From an optimization exercise on the open Yosys and OpenROAD flow, aimed at small area, a short achievable clock period and few clock cycles per item; shortcuts taken in it are not production practice. Function was checked by simulation only, so behaviour that the tests miss may differ from the original. The clock port is modelled as an ideal driver, which makes a skipped or thinned clock tree look cheaper than it is; a real chip needs a root buffer or a tree. Power is estimated from default activity; no workload was simulated.

`flow/config.mk`:
```
export PLATFORM = sky130hd
export DESIGN_NAME = tcp_segment_header_parse_check
export DESIGN_NICKNAME = tcp_segment_header_parse_check
export VERILOG_FILES = /design/flow/design.v
export SDC_FILE = /design/flow/constraint.sdc
export NUM_CORES = 4
export LEC_CHECK = 0
export CAP_MARGIN = 20
export CORE_MARGIN = 2
export CORE_UTILIZATION = 50
export SLEW_MARGIN = 20
```
`flow/standard.sh`:
```
#!/bin/bash
# synth_recipe.tcl (not shown) runs the flow's synth.tcl, then flattens the netlist and writes it again
# the make line also repeats each setting of config.mk as NAME=value (left out here)
make -C /OpenROAD-flow-scripts/flow DESIGN_CONFIG=/design/flow/config.mk WORK_HOME=/design/flow/orfs CLKGATE_MAP_FILE= SYNTH_SCRIPT=/design/flow/synth_recipe.tcl "${@:-finish}"
```
`flow/design.v`:
```
`timescale 1ns / 1ps
module tcp_segment_header_parse_check (
  input  logic        clk,
  input  logic        rst_n,
  input  logic        push,
  output logic        full,
  input  logic [7:0]  in_data_byte,
  input  logic        in_last_byte,
  input  logic [31:0] in_src_ip,
  input  logic [31:0] in_dst_ip,
  output logic        empty,
  input  logic        pop,
  output logic [2:0]  out_status,
  output logic [15:0] out_source_port,
  output logic [15:0] out_dest_port,
  output logic [31:0] out_seq_number,
  output logic [31:0] out_ack_number,
  output logic [5:0]  out_header_bytes,
  output logic [7:0]  out_flag_bits,
  output logic [15:0] out_window_size,
  output logic [15:0] out_checksum_field,
  output logic [15:0] out_urgent_pointer,
  output logic [15:0] out_data_length
);
  logic         full_r, calc_r, fill_r, zap_r, empty_r;
  logic         recv, show;
  logic         take;
  logic [16:0]  count_r;
  logic         past20_r;
  logic         long_r;
  logic [159:0] hdr_r;         
  logic [15:0]  acc_a_r, acc_b_r;    
  logic [15:0]  ip_c_r, ip_d_r;      
  logic [2:0]   status_r;
  logic [5:0]   hbytes;
  assign recv   = !full_r;
  assign show   = !empty_r;
  assign take   = push && recv;
  assign hbytes = {hdr_r[63:60], 2'b00};
  logic [7:0] hdr_in;
  logic       hdr_wr;
  assign hdr_wr = !show && !past20_r;
  assign hdr_in = recv ? in_data_byte : 8'h00;
  for (genvar i = 0; i < 20; i++) begin : g_hdr
    always_ff @(posedge clk) begin
      if (hdr_wr && count_r[4:0] == 5'(i)) hdr_r[159-8*i -: 8] <= hdr_in;
    end
  end
  logic        at19;
  logic        go_fill;
  logic        long_now;
  logic        pre_ok;
  assign at19    = !past20_r && (count_r[4:0] == 5'd19);
  assign go_fill = !past20_r && (count_r[4:0] < 5'd19);
  assign long_now = long_r || (past20_r && !count_r[16] && (&count_r[15:6]) &&
                               ({1'b0, count_r[5:2]} + {1'b0, hbytes[5:2]} >= 5'd16));
  logic [16:0] count_step, count_idle;
  assign count_step = at19 ? (17'd20 - {11'd0, hbytes}) : (count_r + 17'd1);
  always_comb begin
    if (show && pop)                                      count_idle = '0;
    else if ((calc_r || fill_r) && go_fill)               count_idle = count_r + 17'd1;
    else if (((calc_r || fill_r) && !pre_ok) || zap_r)    count_idle = '0;
    else                                                  count_idle = count_r;
  end
  always_ff @(posedge clk) begin
    if (!rst_n) count_r <= '0;
    else        count_r <= take ? count_step : count_idle;
  end
  always_ff @(posedge clk) begin
    if (!rst_n || (show && pop)) begin
      past20_r <= 1'b0;
      long_r   <= 1'b0;
    end else begin
      long_r <= long_now;
      if (take && at19) past20_r <= 1'b1;
    end
  end
  logic        even;
  logic [15:0] w;
  logic [15:0] acc_s, acc_m;
  assign even = !count_r[0];
  assign w[15:8] = (take && even) ? in_data_byte : 8'h00;
  assign w[7:0]  = (take && !even) ? in_data_byte
                                   : {6'b0, take && even && !in_last_byte, take && even && in_last_byte};
  assign acc_s = acc_a_r ^ acc_b_r ^ w;
  assign acc_m = (acc_a_r & acc_b_r) | (acc_a_r & w) | (acc_b_r & w);
  always_ff @(posedge clk) begin
    if (!rst_n || show) begin
      acc_a_r <= 16'd6;
      acc_b_r <= 16'd0;
    end else begin
      acc_a_r <= acc_s;
      acc_b_r <= {acc_m[14:0], acc_m[15]};
    end
  end
  logic [15:0] p_s, p_m, p_s2, p_m2;
  assign p_s  = in_src_ip[31:16] ^ in_src_ip[15:0] ^ in_dst_ip[31:16];
  assign p_m  = (in_src_ip[31:16] & in_src_ip[15:0]) | (in_src_ip[31:16] & in_dst_ip[31:16]) |
                (in_src_ip[15:0] & in_dst_ip[31:16]);
  assign p_s2 = p_s ^ {p_m[14:0], p_m[15]} ^ in_dst_ip[15:0];
  assign p_m2 = (p_s & {p_m[14:0], p_m[15]}) | (p_s & in_dst_ip[15:0]) |
                ({p_m[14:0], p_m[15]} & in_dst_ip[15:0]);
  always_ff @(posedge clk) begin
    ip_c_r <= p_s2;
    ip_d_r <= {p_m2[14:0], p_m2[15]};
  end
  logic [15:0] f_s, f_m, f_x, f_y, f_s2, f_m2;
  logic        sum_ok;
  assign f_s  = acc_a_r ^ acc_b_r ^ ip_c_r;
  assign f_m  = (acc_a_r & acc_b_r) | (acc_a_r & ip_c_r) | (acc_b_r & ip_c_r);
  assign f_s2 = f_s ^ {f_m[14:0], f_m[15]} ^ ip_d_r;
  assign f_m2 = (f_s & {f_m[14:0], f_m[15]}) | (f_s & ip_d_r) | ({f_m[14:0], f_m[15]} & ip_d_r);
  assign f_x  = f_s2;
  assign f_y  = {f_m2[14:0], f_m2[15]};
  assign sum_ok = (&(f_x ^ f_y)) || ((f_x == f_y) && ((&f_x) || !(|f_x)));
  logic [2:0] status_nxt;
  logic       bad_off;
  assign bad_off = (hbytes < 6'd20) || (count_r[16] && !long_now);
  always_comb begin
    if (!past20_r)    status_nxt = 3'd1;
    else if (bad_off) status_nxt = 3'd2;
    else if (long_now) status_nxt = 3'd3;
    else if (!sum_ok) status_nxt = 3'd4;
    else              status_nxt = 3'd0;
  end
  assign pre_ok = past20_r && !bad_off && !long_now;
  always_ff @(posedge clk) begin
    if (calc_r) status_r <= status_nxt;
  end
  logic calc_nxt, fill_nxt, zap_nxt, show_nxt;
  assign calc_nxt = take && in_last_byte;
  assign fill_nxt = (calc_r || fill_r) && go_fill;
  assign zap_nxt  = calc_r && pre_ok && !sum_ok;
  assign show_nxt = ((calc_r || fill_r) && !go_fill && !zap_nxt) || zap_r || (show && !pop);
  always_ff @(posedge clk) begin
    if (!rst_n) begin
      full_r  <= 1'b0;
      calc_r  <= 1'b0;
      fill_r  <= 1'b0;
      zap_r   <= 1'b0;
      empty_r <= 1'b1;
    end else begin
      full_r  <= calc_nxt || fill_nxt || zap_nxt || show_nxt;
      calc_r  <= calc_nxt;
      fill_r  <= fill_nxt;
      zap_r   <= zap_nxt;
      empty_r <= !show_nxt;
    end
  end
  assign full  = full_r;
  assign empty = empty_r;
  assign out_status         = status_r;
  assign out_source_port    = hdr_r[159 -: 16];
  assign out_dest_port      = hdr_r[143 -: 16];
  assign out_seq_number     = hdr_r[127 -: 32];
  assign out_ack_number     = hdr_r[95 -: 32];
  assign out_header_bytes   = hbytes;
  assign out_flag_bits      = hdr_r[55 -: 8];
  assign out_window_size    = hdr_r[47 -: 16];
  assign out_checksum_field = hdr_r[31 -: 16];
  assign out_urgent_pointer = hdr_r[15 -: 16];
  assign out_data_length    = count_r[15:0];
endmodule
```
`flow/flow/flatten_clock.tcl`:
```
# Drop the H-tree's middle level of clock buffers, so the root buffer drives the leaf
# buffers directly: every register's clock still passes through exactly two buffers.
set block [ord::get_db_block]
set removed 0
foreach inst [$block getInsts] {
  set name [$inst getName]
  if { ![string match "clkbuf_1_*" $name] } { continue }
  set in_net [[$inst findITerm A] getNet]
  set out_net [[$inst findITerm X] getNet]
  foreach it [$out_net getITerms] {
    if { [$it getInst] != $inst } {
      $it disconnect
      $it connect $in_net
    }
  }
  odb::dbInst_destroy $inst
  odb::dbNet_destroy $out_net
  incr removed
}
puts "flatten_clock: removed $removed middle clock buffers"
estimate_parasitics -placement
```
`flow/constraint.sdc`:
```
create_clock -name core_clock -period 11.0 [get_ports {clk}]
set_input_delay 2.2000 -clock core_clock [delete_from_list [all_inputs] [get_ports {clk}]]
set_output_delay 2.2000 -clock core_clock [all_outputs]
set_load 0.01 [all_outputs]
```
`flow/flow/run.sh`:
```
#!/bin/bash
# Layout flow: the standard flow (standard.sh: ORFS synthesis to final layout), with
#  - one buf_1 on every input and output port instead of ORFS's default port buffer;
#  - clock tree synthesis without dummy loads, clkbuf_8 leaf buffers in clusters of up to 16
#    sinks, and the H-tree's middle buffer level removed after CTS (flatten_clock.tcl), so
#    every register's clock passes through the root buffer and one leaf buffer;
#  - the resizer's setup repair asked for extra slack (SETUP_SLACK_MARGIN), so that it also
#    works on paths that already meet the 11 ns constraint. The SDC itself is unchanged.
# make's output goes to standard.log here; ORFS keeps each step's full log under orfs/logs.
here=$(pwd)
export BUFFER_PORTS_ARGS="-buffer_cell sky130_fd_sc_hd__buf_1"
export CTS_ARGS="-sink_clustering_enable -repair_clock_nets -dont_use_dummy_load -sink_clustering_size 16 -sink_clustering_max_diameter 50 -buf_list sky130_fd_sc_hd__clkbuf_8 -root_buf sky130_fd_sc_hd__clkbuf_16"
export POST_CTS_TCL="$here/flow/flatten_clock.tcl"
export SETUP_SLACK_MARGIN=7.7
bash standard.sh > standard.log 2>&1
```
==> results of run 1 <==
==> placed cells by master, fill, tap and decap left out, types with 4 or more instances in the layout <==
cell type	count
inv_1	45
nand4_1	11
buf_1	252
a21boi_0	5
a31oi_1	7
fa_1	80
clkbuf_8	20
edfxtp_1	159
nor2_1	62
dfxtp_1	74
and3_1	12
xor2_1	16
nor2b_1	12
a21oi_1	15
nand2_1	27
nand3_1	6
buf_4	13
nor4_1	10
o221a_1	4
dfxtp_2	8
and2_1	7
nor3_1	6
dfxtp_4	6
o21ai_0	8
ha_1	11
==> path summary, 6_finish.rpt <==
path / from / end / slack, ns / depth (start not counted)
min reg2reg: empty_r / acc_a_r[2] / 0.48 / 1
min: empty_r / acc_a_r[2] / 0.48 / 1
max reg2reg: acc_a_r[15] / empty_r / 7.96 / 8
max: full_r / full / 7.75 / 1
==> per-stage QoR <==
step | std cells | cell area, um2 | power (mW) | setup WS [ns]
after global placement | 1174 | 11300 | 1.43 | 7.22
after floorplan | 680 | 10200 | 1.31 | 7.67
final | 1206 | 11800 | 1.86 | 7.75
after detailed placement | 1174 | 11300 | 1.43 | 7.02
after global routing | 1206 | 11800 | 1.95 | 7.69
==> cell type report <==
| type | instances | area, um2 | area share (%) |
|---|---|---|---|
| Tap cell | 270 | 338 | 2.86 |
| Clock buffer | 21 | 300 | 2.54 |
| Multi-Input combinational cell | 354 | 3330 | 28.2 |
| Inverter | 45 | 169 | 1.43 |
| Timing Repair Buffer | 269 | 1090 | 9.27 |
| Sequential cell | 247 | 6570 | 55.7 |
==> logic make-up (layout without fill, tap and decap cells) <==
kind of cell,count (synthesis),after routing,share of synthesized area [%]
mux,1,1,0.111
simple gates,184,184,9.28
buf+inv,79,335,3.67
flops,247,247,64.3
compound gates,57,57,3.85
other cells,1,2,0.0369
xor+xnor,19,19,1.64
fa+ha+maj,91,91,17.1
==> routing by layer <==
metal	vias up	part of all wire [%]	global-route usage (%)
met5	-	0	0
met4	0	2.0	7.52
met3	31	7.4	6.38
met2	303	50	37.5
met1	3065	41	29.1
li1	2840	-	-
==> flip-flops by register name, indices dropped and copies added, names as in the netlist <==
register,count
empty_r,1
hdr_r,156
acc_b_r,16
calc_r,1
status_r,3
count_r,17
ip_d_r,16
full_r,1
ip_c_r,16
past20_r,1
fill_r,1
acc_a_r,16
zap_r,1
long_r,1
==> worst reg2reg max path: stages, from the launching register on <==
cell and delay [ns]:
dfxtp_1 0.36, fa_1 0.55, inv_1 0.06, fa_1 0.52
nand4b_1 0.20, or4_1 0.51, a21oi_1 0.33, nor3_1 0.13
o31a_1 0.27
==> power groups by stage <==
stage          clock (mW)  combinational (mW)  sequential, mW
2_1_floorplan           0               0.227            1.08
5_1_grt             0.486               0.391            1.07
3_3_place_gp            0               0.339            1.09
3_5_place_dp            0               0.345            1.09
6_report            0.443               0.350            1.06
==> impl_results.md, run 1 <==
* Clock share of power at 23.9%
* #FFs+latches synth at 247
* Bufs and invs on worst path at 1
* Maxcap violations at 0
* TritonCTS Sinks at 247
* TNS Setup at 0 ns
* Inserted Diodes at 0
* Max incr delay on CP at 0.45 ns
* Ys async rst share at 0%
* Die area at 0.0215 mm2
* Cell at the slowest stage of the critical path: dfxtp_4
* Internal power at 1.35 mW
* Switch Pwr at 0.506 mW
* Fin util at 58.7%
* Core ar. at 0.0201 mm2
* Share of cells above drive strength 1 at 7.91%
* Sequential-to-total area share from yosys stat at 64.3%
* Number of global-route vias before repair at 6202
* Fill count at 1620
* Worst Tran Pin Value at 1.05 ns
* Drt via density at 5.17
* Crit start category: register
* All-Layer GR Usage at 22.6%
* Port bufs at 253
* Largest net degree at the start of global routing at 30
* Iter 0 DRT Violations at 441
* RSZ-0062 raised after global routing: true
* Tcrit/Tclk final at 29.6%
* Routed Antenna Nets at 0
* CP max FO at 11
* Sw frac at 27.2%
* GP Congestion at 0.889
* Part of the power in registers at 57.3%
* Worst EP required at 8.80 ns
* Reg clk slew, reported paths at 0.10 ns
* CP Capture Type: output port
* Post-synthesis instance area at 0.0102 mm2
* Yosys top cell by area: edfxtp_1
* IO Pins at 256
* CP Cell Sequence: clkbuf_2
* Fin. max-slew vios at 0
* Vias at 6239
* DR WL/cell at 19.2 um
* Pwr dens at 157 mW/mm2
* Global-route wire length before repair at 35.8 mm
* Primary FF master, synth: edfxtp_1
* Post-synth EDFFs at 159
* Die width at 147 um
* Final nets at 1106
* Gate Count Post-Synth at 679
* Max rail drop VDD at 0.105 mV
* Clock period minus worst slack at 3.25 ns
* DP HPWL at 17.3 mm
* First-pass DRT Iterations at 5
* Count leader, synth: edfxtp_1
* Commonest cells in the netlist: edfxtp_1, dfxtp_1, fa_1
* Relative slew slack at 29.2%
* Static Leak at 4.08 nW
* Netlist cell types at 54
* Type of the worst setup path: register to output port
* DRC Markers at 0
* # setup viols final at 0
* Crit path max-delay family: flip-flops
* Final number of hold-violating endpoints at 0
* HP Class: register to register
* Top cells by area, synth: edfxtp_1, dfxtp_1, fa_1
* Fmax at 0.308 GHz
* FP Rows at 52
* Fin Clk Skew at 0.0387 ns
* Synthesized area per cell at 15.0 um2
* Post-synth top area share at 47.0%
* Die Y-Extent at 147 um
* Worst skew pair latency at 0.44 ns
* Area Overhead vs Synth at 16.1%
* Grt ovf at 0
* Post-Route WL at 23.2 mm
* YS warnings at 1
* Critical path data arrival time at 1.05 ns
* Starting Density at 50.6%
* Status: finished clean
* Hold WS at 0.481 ns
* Initial antenna violation count at 0
* Comb pwr share at 18.8%
Testbench counts, summed over its fixed seeds: cycles 60,017, bytes 58,469.
==> run 2: changes to the inputs <==
--- a/flow/flow/run.sh
+++ b/flow/flow/run.sh
@@ -12,4 +12,4 @@
 export CTS_ARGS="-sink_clustering_enable -repair_clock_nets -dont_use_dummy_load -sink_clustering_size 16 -sink_clustering_max_diameter 50 -buf_list sky130_fd_sc_hd__clkbuf_8 -root_buf sky130_fd_sc_hd__clkbuf_16"
 export POST_CTS_TCL="$here/flow/flatten_clock.tcl"
-export SETUP_SLACK_MARGIN=7.7
+export SETUP_SLACK_MARGIN=7.75
 bash standard.sh > standard.log 2>&1
==> run 2 against run 1 <==
Net effect:
- still clean
- synthesized cell count unchanged
- core utilization increased by 0.79 points
- wire length increased by 4.5%
- via count increased by 2.5%
- worst hold slack got worse by 0.0043 ns
- clock-buffer cell count increased by 2
- final cell count increased by 1.2%
- die area unchanged
- critical path depth unchanged
- sequential power about the same
- critical path type unchanged
- highest routed layer unchanged
==> impl_results.md, run 2 <==
* Netlist cell types at 54 (unchanged)
* Worst Tran Pin Value at 1.07 ns (+0.0167 ns)
* Global-route wire length before repair at 36.5 mm (+2.0%)
* Placed cells at 1176 (+0.17%)
* Fmax at 0.303 GHz (-1.4%)
* Critical path data arrival time at 1.10 ns (+0.05 ns)
* Vias at 6396 (+2.5%)
* Maxcap violations at 0 (unchanged)
* Fin util at 59.5% (+0.79 points)
* Clock period minus worst slack at 3.30 ns (+0.0471 ns)
* Final nets at 1121 (+1.4%)
* GP Congestion at 0.793 (-11%)
* Yosys top cell by area: edfxtp_1
* Clock share of power at 24.3% (+0.4 points)
* Share of cells above drive strength 1 at 11.4% (+3.5 points)
* Post-synthesis instance area at 0.0102 mm2 (unchanged)
* DP HPWL at 17.7 mm (+2.4%)
* Status: finished clean
* Sequential-to-total area share from yosys stat at 64.3% (unchanged)
* FP Rows at 52 (unchanged)
* Count leader, synth: edfxtp_1
* Post-synth EDFFs at 159 (unchanged)
* Internal power at 1.37 mW (+1.3%)
* Placement Cell Area at 0.0113 mm2 (+0.11%)
* Ys async rst share at 0% (unchanged)
* DRC Markers at 0 (unchanged)
* Gate Count Post-Synth at 679 (unchanged)
* TNS Setup at 0 ns (unchanged)
* Primary FF master, synth: edfxtp_1
* Post-synth top area share at 47.0% (unchanged)
* YS warnings at 1 (unchanged)
* Largest net degree at the start of global routing at 30 (unchanged)
* Number of global-route vias before repair at 6482 (+4.5%)
* Comb pwr share at 19.2% (+0.4 points)
* Port bufs at 253 (unchanged)
* Sw frac at 27.4% (+0.13 points)
* #FFs+latches synth at 247 (unchanged)
* Type of the worst setup path: register to output port
* Worst skew pair latency at 0.44 ns (about the same)
* DR WL/cell at 19.9 um (+3.2%)
* Die area at 0.0215 mm2 (unchanged)
* Fin. max-slew vios at 0 (unchanged)
* Drt via density at 5.24 (+1.3%)
* Part of the power in registers at 56.4% (-0.9 points)
* Initial antenna violation count at 0 (unchanged)
* Core ar. at 0.0201 mm2 (unchanged)
* Inserted Diodes at 0 (unchanged)
* Max rail drop VDD at 0.107 mV (+1.9%)
* Fin cells at 1221 (+1.2%)
* HP Class: register to register
* IO Pins at 256 (unchanged)
* Final number of hold-violating endpoints at 0 (unchanged)
* CP Cell Sequence: clkbuf_2
* Static Leak at 4.21 nW (+3.4%)
* Iter 0 DRT Violations at 465 (+5.4%)
* Top cells by area, synth: edfxtp_1, dfxtp_1, fa_1
* Switch Pwr at 0.516 mW (+2.0%)
* Most frequent cells in the layout: buf_1, edfxtp_1, fa_1
* Cell at the slowest stage of the critical path: dfxtp_4
* Largest registers: hdr_r x156, count_r x17
* Routed Antenna Nets at 0 (unchanged)
* All-Layer GR Usage at 23.1% (+0.43 points)
* Crit path max-delay family: flip-flops
* Fin Clk Skew at 0.0388 ns (+0.000176 ns)
* Final instance area at 0.0120 mm2 (+1.3%)
* First-pass DRT Iterations at 5 (unchanged)
* Die Y-Extent at 147 um (unchanged)
* Crit start category: register
* Worst EP required at 8.80 ns (about the same)
* Most common cell after layout, fill and taps aside: buf_1
* Max incr delay on CP at 0.47 ns (+0.02 ns)
* Bufs and invs on worst path at 1 (unchanged)
* Commonest cells in the netlist: edfxtp_1, dfxtp_1, fa_1
* Starting Density at 50.6% (unchanged)
* Area Overhead vs Synth at 17.7%
* Relative slew slack at 28.1% (-1.1 points)
* RSZ-0062 raised after global routing: true
* # setup viols final at 0 (unchanged)
* Grt ovf at 0 (unchanged)
* Die width at 147 um (unchanged)
* CP Capture Type: output port
* Synthesized area per cell at 15.0 um2 (unchanged)
* Tcrit/Tclk final at 30.0% (+0.43 points)
* Post-Route WL at 24.2 mm (+4.5%)
* CP max FO at 16 (+5)
* Largest register FFs at 156 (unchanged)
* Largest Register: hdr_r
* Reg clk slew, reported paths at 0.08 ns (-0.02 ns)
* TritonCTS Sinks at 247 (unchanged)
* Pwr dens at 158 mW/mm2 (+0.12%)
* Hold WS at 0.476 ns (-0.00428 ns)
==> run 2: cells by family after synthesis <==
family | Yosys count | share of synthesized area, %
AOI/OAI and AO/OA | 57 | 3.85
DFF | 247 | 64.3
xor gates and xnor gates | 19 | 1.64
muxes | 1 | 0.111
other | 1 | 0.0369
buffers and inverters | 79 | 3.67
adders and majority gates | 91 | 17.1
and+or+nand+nor | 184 | 9.28
==> run 2: final timing paths <==
path                                   from                 end  slack (ns)  cells past startpoint
worst max-delay path             count_r[2]  out_data_length[2]        7.70                      1
worst min-delay path                empty_r          acc_a_r[2]        0.48                      1
worst max register to register  acc_a_r[15]             empty_r        8.06                      8
worst min register to register      empty_r          acc_a_r[2]        0.48                      1
==> run 2: metrics by stage <==
step / power [mW] / setup WS, ns
floorplan: 1.31 / 7.67
global placement: 1.44 / 7.18
detailed placement: 1.45 / 7.01
global route: 1.98 / 7.67
finish: 1.89 / 7.70
==> run 2: layout make-up <==
type / instances / area, um2
Tap cell: 270 / 338
Timing Repair Buffer: 280 / 1180
Clock buffer: 23 / 328
Fill cell: 1656 / 8150
Multi-Input combinational cell: 356 / 3360
Sequential cell: 247 / 6580
Inverter: 45 / 169
==> run 2: power by group through the flow <==
stage | Combinational (mW) | Clock (mW) | Sequential, mW
3_3_place_gp | 0.355 | 0 | 1.09
3_5_place_dp | 0.357 | 0 | 1.09
5_1_grt | 0.404 | 0.505 | 1.07
6_report | 0.363 | 0.459 | 1.06
2_1_floorplan | 0.228 | 0 | 1.08
==> run 2: metal layers <==
layer	routed length (um)	track usage [%]
met4	632	7.91
met2	12600	40.2
met3	1630	6.44
met1	9410	27.7
met5	0	0

static timing again, ports no longer ideal:
How much do the figures lean on ideal ports? The routed layouts below were timed once more, with nothing changed but the port constraints.
Step 1, drivers: a clkbuf_16 drives clk and a buf_2 each remaining input, both assumed.
Step 2 moves the port delays by t, midway between the first and last clock arrival at a register: inputs arrive t later, outputs are due t later. That takes back most of the time a late clock gives input paths.
a / b / c = no drivers / after step 1 / after step 2; a / b = the first two.
run	t, ns	slack for setup (ns)	worst setup path at the end	slew at the worst register clock pin (ns)	worst data-port slew with drivers (ns)
run 1	0.460	7.749 / 7.706 / 7.314	input to register	0.10 / 0.10	0.05
run 2	0.468	7.702 / 7.657 / 7.304	input to register	0.09 / 0.09	0.04
After both steps setup and hold are still met in every run listed. For run 1, which loses most, drivers alone change the setup slack by -0.043 ns; drivers and shift together by -0.435 ns.
